This is an optimization exercise on Yosys and OpenROAD, whose aim is small area, a short achievable clock period and few clock cycles per item, not a production implementation. In this exercise RTL edits were held to simulation tests only and were not proved equivalent to the original.

== oak ==
// ntt_butterfly
module ntt_butterfly (
  input  logic        clk,
  input  logic        rst,
  input  logic        in_valid,
  output logic        in_ready,
  input  logic        in_mode,
  input  logic [11:0] in_a,
  input  logic [11:0] in_b,
  input  logic [11:0] in_zeta,
  input  logic [7:0]  in_idx,
  output logic        out_valid,
  input  logic        out_ready,
  output logic [11:0] out_a,
  output logic [11:0] out_b,
  output logic [7:0]  out_idx,
  output logic        busy
);
==> flow/config.mk <==
export PLATFORM = sky130hd
export DESIGN_NAME = ntt_butterfly
export DESIGN_NICKNAME = ntt_butterfly
export VERILOG_FILES = /design/flow/design.v
export SDC_FILE = /design/flow/constraint.sdc
export NUM_CORES = 4
export LEC_CHECK = 0
export CAP_MARGIN = 20
export CORE_MARGIN = 2
export CORE_UTILIZATION = 40
export SLEW_MARGIN = 20
==> flow/constraint.sdc <==
create_clock -name core_clock -period 14.0 [get_ports {clk}]
set_input_delay 2.8000 -clock core_clock [delete_from_list [all_inputs] [get_ports {clk}]]
set_output_delay 2.8000 -clock core_clock [all_outputs]
set_load 0.01 [all_outputs]
standard.sh (not shown) runs the stock make flow with config.mk's settings and CLKGATE_MAP_FILE= SYNTH_SCRIPT=/design/flow/synth_recipe.tcl, a recipe that flattens the netlist after the stock synthesis.
==> flow/flow/run.sh <==
#!/bin/bash
# Standard layout with four changes to how it is made:
#  - port buffers are buf_2 cells instead of the flow's default choice (a
#    slow delay buffer);
#  - timing repair aims for a 6.1 ns critical path (setup margin 7.9 ns
#    against the 14 ns clock);
#  - the clock tree is built from clkbuf_8 cells;
#  - after the standard synthesis, invopt4.py picks the polarity of the
#    adder cells (a full adder is self-dual; a half adder is rebuilt as an
#    XOR/XNOR and an AND-type gate when that helps) and of gates that have a
#    complementary twin (AND/NAND, AOI/AO, ...) to drop the inverters Yosys
#    leaves between them; the netlist keeps the same function, registers
#    and ports.
set -euo pipefail
ARGS=("BUFFER_PORTS_ARGS=-buffer_cell sky130_fd_sc_hd__buf_2" SETUP_SLACK_MARGIN=7.9 "CTS_BUF_LIST=sky130_fd_sc_hd__clkbuf_8")
R=$PWD/orfs/results/$FLOW_PLATFORM/ntt_butterfly/base
bash standard.sh "${ARGS[@]}" synth > synth.log 2>&1
cp $R/1_2_yosys.v 1_2_yosys_standard.v
python3 flow/invopt4.py 1_2_yosys_standard.v $R/1_2_yosys.v > invopt.log 2>&1
rm -f $R/1_synth.odb $R/1_synth.sdc
bash standard.sh "${ARGS[@]}" finish > standard.log 2>&1
Other scripts of this flow, unchanged in this note and not shown: flow/flow/invopt4.py
oak finished every stage and its layout cleared the timing, DRC and antenna checks.
Testbench counts of oak, summed over its fixed seeds: cycles 16,024, items 16,000.
### oak -> pine
-- flow/flow/run.sh --
<<< oak, line 15
ARGS=("BUFFER_PORTS_ARGS=-buffer_cell sky130_fd_sc_hd__buf_2" SETUP_SLACK_MARGIN=7.9 "CTS_BUF_LIST=sky130_fd_sc_hd__clkbuf_8")
>>> pine, line 15
ARGS=("BUFFER_PORTS_ARGS=-buffer_cell sky130_fd_sc_hd__buf_2" SETUP_SLACK_MARGIN=7.9 CORE_UTILIZATION=60 "CTS_BUF_LIST=sky130_fd_sc_hd__clkbuf_8")
## What came out
The number of global-route vias before repair in pine sits 160 above the value recorded for oak. [compare] base=oak new=pine: worst stage delay on the critical path went up by 0.26 ns; worst hold slack after final layout was more or less identical; total number of clock tree sinks was more or less identical. Comparing pine and oak, largest net degree at the start of global routing is lower on pine. Relative to oak, wire length has gone down in pine. Global-route usage, pine and oak: larger value in pine. Library cell contributing the largest single delay on the critical path: sky130_fd_sc_hd__fa_2 -> pine, sky130_fd_sc_hd__buf_2 -> oak.
Inputs modified between pine and birch:
-- flow/flow/run.sh --
<<< pine, line 5
#  - timing repair aims for a 6.1 ns critical path (setup margin 7.9 ns
>>> birch, line 5
#  - timing repair aims for a 6.0 ns critical path (setup margin 8.0 ns
<<< pine, line 15
ARGS=("BUFFER_PORTS_ARGS=-buffer_cell sky130_fd_sc_hd__buf_2" SETUP_SLACK_MARGIN=7.9 CORE_UTILIZATION=60 "CTS_BUF_LIST=sky130_fd_sc_hd__clkbuf_8")
>>> birch, line 15
ARGS=("BUFFER_PORTS_ARGS=-buffer_cell sky130_fd_sc_hd__buf_2" SETUP_SLACK_MARGIN=8.0 "CTS_BUF_LIST=sky130_fd_sc_hd__clkbuf_8")
==> summary.txt <==
Number of well taps (birch vs. pine) increases by more than half. Compare birch and pine | sequential share of layout area lower: birch. [compare] base=pine new=birch: share of final layout cell area taken by non-clock buffers closely matched the old numbers, wire length -about 0.45%.

re-timing with driven ports:
The flow's constraints put no driver on any port. The routed layouts listed below were extracted and timed again, unchanged, in two steps. Step 1, drivers: a clkbuf_16 drives clk and a buf_2 each remaining input, both assumed. Step 2 moves the port delays by t, midway between the first and last clock arrival at a register: inputs arrive t later, outputs are due t later. That takes back most of the time a late clock gives input paths. a / b / c = ideal ports / drivers / drivers and shift; a / b = the first two.
run	t, ns	setup WS [ns]	worst hold slack (ns)	worst data-port slew with drivers (ns)
oak	0.495	8.036 / 8.017 / 7.561	0.415 / 0.415 / 0.415	0.06
pine	0.494	8.020 / 8.032 / 7.544	0.415 / 0.415 / 0.415	0.04
birch	0.505	8.060 / 8.039 / 7.671	0.417 / 0.417 / 0.417	0.07
After both steps setup and hold are still met in every run listed. For pine, which loses most, drivers alone change the setup slack by +0.012 ns; drivers and shift together by -0.476 ns.
